This is an optimization exercise on Yosys and OpenROAD, whose aim is small area and few clock cycles per item, not a production implementation. At most, simulation tests tie the RTL to the original design; equivalence was not proved.

## stereo_voice_volume_pan_law
module stereo_voice_volume_pan_law (
  input  logic        clk_i,
  input  logic        rst_ni,
  input  logic        in_valid_i,
  output logic        in_ready_o,
  input  logic [6:0]  in_voice_level_i,
  input  logic [6:0]  in_cmd_volume_i,
  input  logic [6:0]  in_cmd_pan_i,
  input  logic [6:0]  in_tone_volume_i,
  input  logic [6:0]  in_tone_pan_i,
  input  logic [6:0]  in_program_volume_i,
  output logic        out_valid_o,
  input  logic        out_ready_i,
  output logic [13:0] out_left_level_o,
  output logic [13:0] out_right_level_o,
  input  logic        cfg_we_i,
  input  logic [1:0]  cfg_idx_i,
  input  logic [6:0]  cfg_data_i
);
Size in the first run: roughly 5800 cells after synthesis, roughly 86 I/O pins, about 62000 um^2 of cells after synthesis.
export LEC_CHECK = 0
export CAP_MARGIN = 20
export CORE_MARGIN = 2
export CORE_UTILIZATION = 40
export CTS_BUF_LIST = sky130_fd_sc_hd__clkbuf_8
export CTS_CLUSTER_DIAMETER = 60
export CTS_CLUSTER_SIZE = 12
export SLEW_MARGIN = 20
export SYNTH_HIERARCHICAL = 1
export SYNTH_MINIMUM_KEEP_SIZE = 0
create_clock -name core_clock -period 7.0 [get_ports {clk_i}]
standard.sh (not shown) runs the stock make flow with config.mk's settings and CLKGATE_MAP_FILE= SYNTH_SCRIPT=/design/flow/synth_recipe.tcl, a recipe that flattens the netlist after the stock synthesis.
==> flow/flow/run.sh <==
#!/bin/bash
# The standard layout (standard.sh, all steps) with two settings of its own:
#  - each port gets a sky130_fd_sc_hd__buf_1 as its buffer (the standard flow
#    picks a larger delay buffer);
#  - clock tree synthesis uses clkbuf_8 leaf clusters of at most 12 sinks and
#    inserts no dummy loads.
# standard.sh's full output goes to standard.log in this folder.
set -euo pipefail
export BUFFER_PORTS_ARGS="-buffer_cell sky130_fd_sc_hd__buf_1"
export CTS_ARGS="-sink_clustering_enable -repair_clock_nets -dont_use_dummy_load -buf_list sky130_fd_sc_hd__clkbuf_8 -sink_clustering_size 12 -sink_clustering_max_diameter 60"
bash standard.sh finish > standard.log 2>&1
The first run finished clean.
Rerun with:
--- a/flow/design.v
+++ b/flow/design.v
@@ -171,21 +171,21 @@
   logic t273, t274, t275, t276, t277, t278, t279, t280, t281, t282, t283, t284, t285, t286, t287, t288;
   logic t289, t290, t291, t292, t293, t294, t295, t296, t297, t298, t299, t300, t301, t302, t303, t304;
   logic t305, t306, t307, t308, t309, t310, t311, t312, t313, t314, t315, t316, t317, t318, t319, t320;
   logic t321, t322, t323, t324, t325, t326, t327, t328, t329, t330, t331, t332, t333, t334, t335, t336;
   logic t337, t338, t339, t340, t341, t342, t343, t344, t345, t346, t347, t348, t349, t350, t351, t352;
   logic t353, t354, t355, t356, t357, t358, t359, t360, t361, t362, t363, t364, t365, t366, t367, t368;
   logic t369, t370, t371, t372, t373, t374, t375, t376, t377, t378, t379, t380, t381, t382, t383, t384;
   logic t385, t386, t387, t388, t389, t390, t391, t392, t393, t394, t395, t396, t397, t398, t399, t400;
   logic t401, t402, t403, t404, t405, t406, t407, t408, t409, t410, t411, t412, t413, t414, t415, t416;
   logic t417, t418, t419, t420, t421, t422, t423, t424, t425, t426, t427, t428, t429, t430, t431, t432;
-  logic t433, t434, t435, t436, t437, t438;
+  logic t433, t434, t435, t436, t437, t438, t439;
   assign t1 = ~(a[0] & b[0]);
   assign t2 = ~(a[1] & b[0]);
   assign t3 = ~((a[2] & b[0]) | (a[0] & b[2]));
   assign t4 = ~(a[0] & b[3]);
   assign t5 = ~((a[3] & b[0]) | (a[1] & b[2]));
   assign t6 = ~(a[0] & b[4]);
   assign t7 = ~(a[1] & b[3]);
   assign t8 = ~((a[4] & b[0]) | (a[2] & b[2]));
   assign t9 = ~(a[0] & b[5]);
   assign t10 = ~(a[1] & b[4]);
@@ -493,24 +493,25 @@
   assign t429 = t4 | t5;
   svv_maj u_t430 (.a(t385), .b(t8), .c(t429), .y(t430));
   svv_maj u_t431 (.a(t386), .b(t387), .c(t430), .y(t431));
   svv_maj u_t432 (.a(t388), .b(t389), .c(t431), .y(t432));
   svv_maj u_t433 (.a(t390), .b(t391), .c(t432), .y(t433));
   svv_maj u_t434 (.a(t392), .b(t393), .c(t433), .y(t434));
   svv_maj u_t435 (.a(t394), .b(t395), .c(t434), .y(t435));
   svv_maj u_t436 (.a(t396), .b(t397), .c(t435), .y(t436));
   svv_maj u_t437 (.a(t398), .b(t399), .c(t436), .y(t437));
   svv_maj u_t438 (.a(t400), .b(t401), .c(t437), .y(t438));
-  wire [14:0] ra = {1'b1, t428, t426, t424, t422, t420, t418, t416, t414, t412, t410, t408, t406, t404, t402};
-  wire [14:0] rb = {1'b1, t168, t427, t425, t423, t421, t419, t417, t415, t413, t411, t409, t407, t405, t403};
-  wire [14:0] sh = ~(ra + rb + {14'd0, t438});
-  assign y = {sh[14], sh[13], sh[12], sh[11], sh[10], sh[9], sh[8], sh[7], sh[6], sh[5], sh[4], sh[3], sh[2], sh[1]};
+  svv_maj u_t439 (.a(t402), .b(t403), .c(t438), .y(t439));
+  wire [13:0] ra = {1'b1, t428, t426, t424, t422, t420, t418, t416, t414, t412, t410, t408, t406, t404};
+  wire [13:0] rb = {1'b1, t168, t427, t425, t423, t421, t419, t417, t415, t413, t411, t409, t407, t405};
+  wire [13:0] sh = ~(ra + rb + {13'd0, t439});
+  assign y = {sh[13], sh[12], sh[11], sh[10], sh[9], sh[8], sh[7], sh[6], sh[5], sh[4], sh[3], sh[2], sh[1], sh[0]};
 endmodule
 module svv_mul_x (input logic [13:0] a, input logic [13:0] b, output logic [13:0] y);
   logic t1, t2, t3, t4, t5, t6, t7, t8, t9, t10, t11, t12, t13, t14, t15, t16;
   logic t17, t18, t19, t20, t21, t22, t23, t24, t25, t26, t27, t28, t29, t30, t31, t32;
   logic t33, t34, t35, t36, t37, t38, t39, t40, t41, t42, t43, t44, t45, t46, t47, t48;
   logic t49, t50, t51, t52, t53, t54, t55, t56, t57, t58, t59, t60, t61, t62, t63, t64;
   logic t65, t66, t67, t68, t69, t70, t71, t72, t73, t74, t75, t76, t77, t78, t79, t80;
   logic t81, t82, t83, t84, t85, t86, t87, t88, t89, t90, t91, t92, t93, t94, t95, t96;
   logic t97, t98, t99, t100, t101, t102, t103, t104, t105, t106, t107, t108, t109, t110, t111, t112;
   logic t113, t114, t115, t116, t117, t118, t119, t120, t121, t122, t123, t124, t125, t126, t127, t128;
Result:
- non-clock buffer count is higher by 60
- wire length hardly moves
- register-to-register slack got worse by 490 ps
- setup slack got worse by 490 ps
- synthesized cell count is lower by a few percent
- cell area is lower slightly
- synthesized area is lower by a few percent
- critical path depth is higher by 1
Testbench counts after the change, summed over its fixed seeds: cycles 9,672, items 9,600.
No functional check of the RTL was part of the first run of this note.

[separate check: timing with driven ports]
Ports are ideal in the flow. The routed layouts listed here were re-timed in OpenROAD.
Step 1: set_driving_cell puts a clkbuf_16 on clk_i and a buf_2 on each other input, an assumption about the parent block.
Step 2, shift: input delay + t, output delay - t, t = (earliest + latest rising clock arrival at the registers) / 2. This alone moves slack from input paths to output paths.
a / b / c = ideal / step 1 / step 2; a / b = the first two.
| run | t (ns) | slack for setup (ns) | latest minus earliest clock arrival (ns) | worst register clock-pin slew, ns | cell pins on the clock port's net |
|---|---|---|---|---|---|
| the first run | 0.777 | 0.713 / 0.713 / 0.590 | 0.137 / 0.138 | 0.08 / 0.08 | 1 |
| the second run | 0.785 | 0.227 / 0.227 / 0.227 | 0.127 / 0.127 | 0.08 / 0.08 | 1 |
After both steps setup and hold are still met in every run listed. The setup slack of the first run, which loses most, moves by 0.000 ns with the drivers and by -0.123 ns with both steps.
